This design comes from an exercise in tuning for small area, a short achievable clock period and few clock cycles on the open sky130 flow, not from production work.
At most, simulation tests tie the RTL to the original design; equivalence was not proved.
Power and IR drop assume default switching activity.

==> flow/design.v <==
module uint_to_decimal_ascii_core (
    input  logic         i_clk,
    input  logic         i_rst_n,
    input  logic         in_valid,
    output logic         in_ready,
    input  logic [31:0]  in_value,
    output logic         out_valid,
    input  logic         out_ready,
    output logic [5:0]   out_char,
    output logic         out_last
);
    function automatic logic [3:0] add3(input logic [3:0] d);
        add3[3] = d[3] | (d[2] & (d[1] | d[0]));
        add3[2] = (d[2] & !d[1] & !d[0]) | (d[3] & d[0]);
        add3[1] = (!d[2] & d[1]) | (d[2] & d[1] & d[0]) | (d[3] & !d[0]);
        add3[0] = (!d[3] & !d[2] & d[0]) | (d[2] & d[1] & !d[0]) | (d[3] & !d[0]);
    endfunction
    function automatic logic [38:0] dd4(input logic [38:0] bcd, input logic [3:0] nib);
        logic [38:0] b;
        b = bcd;
        for (int s = 3; s >= 0; s--) begin
            for (int j = 0; j < 9; j++) b[4*j +: 4] = add3(b[4*j +: 4]);
            b = {b[37:0], nib[s]};
        end
        dd4 = b;
    endfunction
    function automatic logic [3:0] lead_digit(input logic [39:0] bcd);
        logic [3:0] k;
        k = '0;
        for (int j = 1; j < 10; j++) begin
            if (bcd[4*j +: 4] != 4'd0) k = 4'(j);
        end
        lead_digit = k;
    endfunction
    logic [31:0] r_b;         
    logic [2:0]  r_fidx;      
    logic        r_bvalid;    
    logic        r_bfirst;    
    logic        r_in_ready;
    logic [2:0] top;
    always_comb begin
        top = '0;
        for (int k = 2; k < 8; k++) begin
            if (in_value[4*k +: 4] != 4'd0) top = 3'(k - 1);
        end
    end
    logic [3:0]  r_nib;       
    logic [4:0]  r_nhb;       
    logic        r_nv, r_nfirst, r_nlast;
    logic [38:0] r_cb;
    logic        r_cb_done;
    logic [38:0] r_ob;
    logic [3:0]  r_ob_ptr;
    logic        r_ob_full;
    logic        r_ovalid, r_olast, r_svalid, r_slast;
    logic [3:0]  r_odig, r_sdig;
    logic push, ob_free, cb_move, stall, step, fetch, take, o_free;
    logic [3:0]  f_nib, f_nhi;
    logic [3:0]  ob_dig;
    logic [39:0] ob_x;
    logic [35:0] b_up;    
    assign push    = r_ob_full && !r_svalid;
    assign ob_free = !r_ob_full || (push && r_ob_ptr == 4'd0);
    assign cb_move = r_cb_done && ob_free;
    assign stall   = r_nv && r_nfirst && r_cb_done && !cb_move;
    assign step    = r_nv && !stall;
    assign fetch   = r_bvalid && !stall;
    assign take    = in_valid && r_in_ready;
    assign b_up  = {8'd0, r_b[31:4]};
    assign f_nib = r_b[4*r_fidx +: 4];
    assign f_nhi = b_up[4*r_fidx +: 4];
    assign ob_x  = {1'b0, r_ob};
    assign ob_dig = ob_x[4*r_ob_ptr +: 4];
    logic n_bvalid, n_bfirst, n_nv, n_nfirst, n_cb_done, n_ob_full, n_stall;
    logic [2:0] n_fidx;
    always_comb begin
        n_bvalid = r_bvalid;
        n_bfirst = r_bfirst;
        n_fidx   = r_fidx;
        n_nv     = fetch || (r_nv && stall);
        n_nfirst = fetch ? r_bfirst : r_nfirst;
        if (fetch) begin
            n_bfirst = 1'b0;
            n_fidx   = r_fidx - 3'd1;
            if (r_fidx == 3'd0) n_bvalid = 1'b0;
        end
        if (take) begin
            n_bvalid = 1'b1;
            n_bfirst = 1'b1;
            n_fidx   = top;
        end
        n_cb_done = (r_cb_done && !cb_move) || (step && r_nlast);
        n_ob_full = (r_ob_full && !(push && r_ob_ptr == 4'd0)) || cb_move;
        n_stall   = n_nv && n_nfirst && n_cb_done && n_ob_full;
    end
    assign o_free = !r_ovalid || out_ready;
    always_ff @(posedge i_clk) begin
        if (!i_rst_n) begin
            r_bvalid   <= 1'b0;
            r_nv       <= 1'b0;
            r_in_ready <= 1'b0;
            r_cb_done  <= 1'b0;
            r_ob_full  <= 1'b0;
            r_ovalid   <= 1'b0;
            r_svalid   <= 1'b0;
        end else begin
            r_bvalid   <= n_bvalid;
            r_nv       <= n_nv;
            r_in_ready <= !n_bvalid || (n_fidx == 3'd0 && !n_stall);
            r_cb_done  <= n_cb_done;
            r_ob_full  <= n_ob_full;
            if (o_free) begin
                r_ovalid <= r_svalid || push;
                r_svalid <= 1'b0;
            end else if (push) begin
                r_svalid <= 1'b1;
            end
        end
    end
    always_ff @(posedge i_clk) begin
        if (take) begin
            r_b <= in_value;
        end
        r_fidx   <= n_fidx;
        r_bfirst <= n_bfirst;
        r_nfirst <= n_nfirst;
        if (fetch) begin
            r_nib   <= f_nib;
            r_nhb   <= {(f_nhi >= 4'd10), f_nhi - ((f_nhi >= 4'd10) ? 4'd10 : 4'd0)};
            r_nlast <= (r_fidx == 3'd0);
        end
        if (step) begin
            r_cb <= dd4(r_nfirst ? {34'd0, r_nhb} : r_cb, r_nib);
        end
        if (cb_move) begin
            r_ob     <= r_cb;
            r_ob_ptr <= lead_digit({1'b0, r_cb});
        end else if (push) begin
            r_ob_ptr <= r_ob_ptr - 4'd1;
        end
        if (o_free) begin
            r_odig  <= r_svalid ? r_sdig : ob_dig;
            r_olast <= r_svalid ? r_slast : (r_ob_ptr == 4'd0);
        end else if (push) begin
            r_sdig  <= ob_dig;
            r_slast <= (r_ob_ptr == 4'd0);
        end
    end
    assign in_ready  = r_in_ready;
    assign out_valid = r_ovalid;
    assign out_char  = {2'b11, r_odig};
    assign out_last  = r_olast;
endmodule
export LEC_CHECK = 0
export ABC_AREA = 1
export CAP_MARGIN = 20
export CORE_MARGIN = 2
export CORE_UTILIZATION = 55
export CTS_BUF_LIST = sky130_fd_sc_hd__clkbuf_8
export PLACE_DENSITY = 0.65
export SLEW_MARGIN = 20
create_clock -name core_clock -period 11.0 [get_ports {i_clk}]
standard.sh (not shown) runs the stock make flow with config.mk's settings and CLKGATE_MAP_FILE= SYNTH_SCRIPT=/design/flow/synth_recipe.tcl, a recipe that flattens the netlist after the stock synthesis.
==> flow/flow/run.sh <==
#!/bin/bash
# The standard layout (standard.sh: the standard flow's synthesis and the ORFS flow), changed in how
# it is made only:
#  - synthesis runs flow/synth.tcl, which is synth_recipe.tcl with ABC's mapping script
#    replaced by flow/abc_area2.script (same registers, smaller logic);
#  - the timing repair aims for SETUP_SLACK_MARGIN ns of setup slack, so that the achieved
#    period comes out well below the clock period;
#  - each port gets the smallest buffer cell (repair may still resize it).
# The make output (all tools) goes to flow_make.log; ORFS keeps each step's log under orfs/logs.
set -euo pipefail
export SETUP_SLACK_MARGIN=${MARGIN:-7.6}
export BUFFER_PORTS_ARGS="-buffer_cell sky130_fd_sc_hd__buf_1"
here=$(pwd)
sed "s#SYNTH_SCRIPT=[^ ]*#SYNTH_SCRIPT=${here}/flow/synth.tcl#" standard.sh > flow_standard.sh
grep -q "SYNTH_SCRIPT=${here}/flow/synth.tcl" flow_standard.sh
bash flow_standard.sh > flow_make.log 2>&1
==> flow/flow/abc_area2.script <==
strash
dch -f
map -a
mfs2
strash
dch -f
map -a
topo
stime -c
buffer -c
dnsize -c
==> flow/flow/synth.tcl <==
# The standard flow's synthesis (synth_recipe.tcl in the work folder), with its final ABC mapping run with
# abc_area2.script (an area-oriented script with two choice/mapping rounds and mfs2) in
# place of ORFS's abc_area.script. Registers and everything else are as synth_recipe.tcl makes
# them.
set ::own_flow_dir [file dirname [file normalize [info script]]]
proc abc {args} {
  set i [lsearch -exact $args -script]
  if {$i >= 0} {
    lset args [expr {$i + 1}] [file join $::own_flow_dir abc_area2.script]
  }
  yosys abc {*}$args
}
source [file join [file dirname $::own_flow_dir] synth_recipe.tcl]
Testbench counts at the start, summed over its fixed seeds: cycles 17,923.
==> next run, changes <==
--- a/flow/design.v
+++ b/flow/design.v
@@ -72,6 +72,8 @@
     assign ob_x  = {1'b0, r_ob};
     assign ob_dig = ob_x[4*r_ob_ptr +: 4];
-    logic n_bvalid, n_bfirst, n_nv, n_nfirst, n_cb_done, n_ob_full, n_stall;
+    logic n_bvalid, n_bfirst, n_nv, n_nfirst, n_cb_done, n_ob_full, n_stall, n_ready_nt;
     logic [2:0] n_fidx;
+    logic b_free;
+    assign b_free = !r_bvalid || (fetch && r_fidx == 3'd0);
     always_comb begin
         n_bvalid = r_bvalid;
@@ -85,6 +87,5 @@
             if (r_fidx == 3'd0) n_bvalid = 1'b0;
         end
-        if (take) begin
-            n_bvalid = 1'b1;
+        if (b_free) begin
             n_bfirst = 1'b1;
             n_fidx   = top;
@@ -93,4 +94,6 @@
         n_ob_full = (r_ob_full && !(push && r_ob_ptr == 4'd0)) || cb_move;
         n_stall   = n_nv && n_nfirst && n_cb_done && n_ob_full;
+        n_ready_nt = !n_bvalid || ((fetch ? r_fidx == 3'd1 : r_fidx == 3'd0) && !n_stall);
+        if (take) n_bvalid = 1'b1;
     end
     assign o_free = !r_ovalid || out_ready;
@@ -107,5 +110,5 @@
             r_bvalid   <= n_bvalid;
             r_nv       <= n_nv;
-            r_in_ready <= !n_bvalid || (n_fidx == 3'd0 && !n_stall);
+            r_in_ready <= !take && n_ready_nt;
             r_cb_done  <= n_cb_done;
             r_ob_full  <= n_ob_full;
@@ -119,5 +122,5 @@
     end
     always_ff @(posedge i_clk) begin
-        if (take) begin
+        if (b_free) begin
             r_b <= in_value;
         end
After rerunning:
- The changed run completed without violations
- global-route usage rises by 1.2 points
- die area stays flat
- area after synthesis hardly moves
- sequential power went down by 16%
- power is lower by about 40%
- wire length grows by 0.59%
- worst hold slack is about the same
- first-iteration DRC count falls by about 15%
- via count fell by 1.1%
- critical path depth climbs by 10
- clock-buffer cell count climbs by 3
- design area is about the same
- sequential cell count is unchanged
- maximum frequency goes up by 4.3%
Testbench counts after the change, summed over its fixed seeds: cycles 17,925.


RTL: the design.v shown in full above, as it stands there.
==> flow/config.mk <==
export PLATFORM = sky130hd
export DESIGN_NAME = uint_to_decimal_ascii_core
export DESIGN_NICKNAME = uint_to_decimal_ascii_core
export VERILOG_FILES = /design/flow/design.v
export SDC_FILE = /design/flow/constraint.sdc
export NUM_CORES = 4
export LEC_CHECK = 0
export ABC_AREA = 1
export CAP_MARGIN = 20
export CORE_MARGIN = 2
export CORE_UTILIZATION = 40
export PLACE_DENSITY = 0.6
export SLEW_MARGIN = 20
==> flow/constraint.sdc <==
create_clock -name core_clock -period 11.0 [get_ports {i_clk}]
set_input_delay 2.2000 -clock core_clock [delete_from_list [all_inputs] [get_ports {i_clk}]]
set_output_delay 2.2000 -clock core_clock [all_outputs]
set_load 0.01 [all_outputs]
==> flow/flow/run.sh <==
#!/bin/bash
# The standard layout (standard.sh: the standard flow's own synthesis and ORFS flow) with two changes
# to how it is made: the timing repair aims for SETUP_SLACK_MARGIN ns of setup slack, so
# that the achieved period comes out well below the clock period, and each port gets the
# smallest buffer cell (repair may still resize it). The make output goes to
# flow_make.log.
set -euo pipefail
export SETUP_SLACK_MARGIN=${MARGIN:-7.6}
export BUFFER_PORTS_ARGS="-buffer_cell sky130_fd_sc_hd__buf_1"
bash standard.sh > flow_make.log 2>&1
Testbench counts at the start, summed over its fixed seeds: cycles 17,923.
Then changed:
--- a/flow/design.v
+++ b/flow/design.v
@@ -68,33 +68,35 @@
     assign take    = in_valid && r_in_ready;
     assign b_up  = {8'd0, r_b[31:4]};
     assign f_nib = r_b[4*r_fidx +: 4];
     assign f_nhi = b_up[4*r_fidx +: 4];
     assign ob_x  = {1'b0, r_ob};
     assign ob_dig = ob_x[4*r_ob_ptr +: 4];
-    logic n_bvalid, n_bfirst, n_nv, n_nfirst, n_cb_done, n_ob_full, n_stall;
+    logic n_bvalid, n_bfirst, n_nv, n_nfirst, n_cb_done, n_ob_full, n_stall, n_ready_nt, fits_first;
     logic [2:0] n_fidx;
+    assign fits_first = (in_value[31:8] == 24'd0);
     always_comb begin
         n_bvalid = r_bvalid;
         n_bfirst = r_bfirst;
         n_fidx   = r_fidx;
         n_nv     = fetch || (r_nv && stall);
         n_nfirst = fetch ? r_bfirst : r_nfirst;
         if (fetch) begin
             n_bfirst = 1'b0;
             n_fidx   = r_fidx - 3'd1;
             if (r_fidx == 3'd0) n_bvalid = 1'b0;
         end
-        if (take) begin
-            n_bvalid = 1'b1;
+        if (r_in_ready) begin
             n_bfirst = 1'b1;
             n_fidx   = top;
         end
         n_cb_done = (r_cb_done && !cb_move) || (step && r_nlast);
         n_ob_full = (r_ob_full && !(push && r_ob_ptr == 4'd0)) || cb_move;
         n_stall   = n_nv && n_nfirst && n_cb_done && n_ob_full;
+        n_ready_nt = !n_bvalid || (n_fidx == 3'd0 && !n_stall);
+        if (take) n_bvalid = 1'b1;
     end
     assign o_free = !r_ovalid || out_ready;
     always_ff @(posedge i_clk) begin
         if (!i_rst_n) begin
             r_bvalid   <= 1'b0;
             r_nv       <= 1'b0;
@@ -103,25 +105,25 @@
             r_ob_full  <= 1'b0;
             r_ovalid   <= 1'b0;
             r_svalid   <= 1'b0;
         end else begin
             r_bvalid   <= n_bvalid;
             r_nv       <= n_nv;
-            r_in_ready <= !n_bvalid || (n_fidx == 3'd0 && !n_stall);
+            r_in_ready <= take ? (fits_first && !n_stall) : n_ready_nt;
             r_cb_done  <= n_cb_done;
             r_ob_full  <= n_ob_full;
             if (o_free) begin
                 r_ovalid <= r_svalid || push;
                 r_svalid <= 1'b0;
             end else if (push) begin
                 r_svalid <= 1'b1;
             end
         end
     end
     always_ff @(posedge i_clk) begin
-        if (take) begin
+        if (r_in_ready) begin
             r_b <= in_value;
         end
         r_fidx   <= n_fidx;
         r_bfirst <= n_bfirst;
         r_nfirst <= n_nfirst;
         if (fetch) begin
Outcome: The new run completed without violations. Global-route usage grows by 0.35 points. Via count grows by 0.81%. Non-clock buffer count grows by 3. Setup slack got worse by 0.22 ns. Design area grows by 1.6%. Wire length grows by 3.4%. Synthesized cell count grows by 0.61%.
Only the layout flow was run in the second run of this note; the RTL was not checked for function there.

-- separate check: timing with driven ports --
In the flow no input, the clock included, has a driving cell. The finished layouts below were timed again as built, in two steps.
Step 1 (the two cells are an assumption about what drives the block):
set clk [get_ports {i_clk}]
set_driving_cell -lib_cell sky130_fd_sc_hd__clkbuf_16 $clk
set_driving_cell -lib_cell sky130_fd_sc_hd__buf_2 [delete_from_list [all_inputs] $clk]
Step 2 adds t to the input delays and takes it off the output delays; t is the mean of the earliest and latest rising clock arrival at the registers after step 1. Input paths then give back, and output paths get back, about the clock's delay inside the block.
Three values: ideal ports, drivers, drivers and shift; two values: the first two.
run | t (ns) | setup WS [ns] | hold slack, ns | clock arrival spread, ns
the first run of note 1 | 0.491 | 7.689 / 7.710 / 7.218 | 0.438 / 0.438 / 0.438 | 0.013 / 0.013
the second run of note 1 | 0.489 | 7.826 / 7.809 / 7.419 | 0.436 / 0.436 / 0.436 | 0.015 / 0.014
the first run of note 2 | 0.461 | 7.880 / 7.837 / 7.593 | 0.431 / 0.431 / 0.431 | 0.008 / 0.007
the second run of note 2 | 0.458 | 7.657 / 7.615 / 7.568 | 0.453 / 0.453 / 0.453 | 0.014 / 0.014
After both steps every run listed still meets setup and hold. The setup slack of the first run of note 1, which loses most, moves by +0.021 ns with the drivers and by -0.471 ns with both steps.
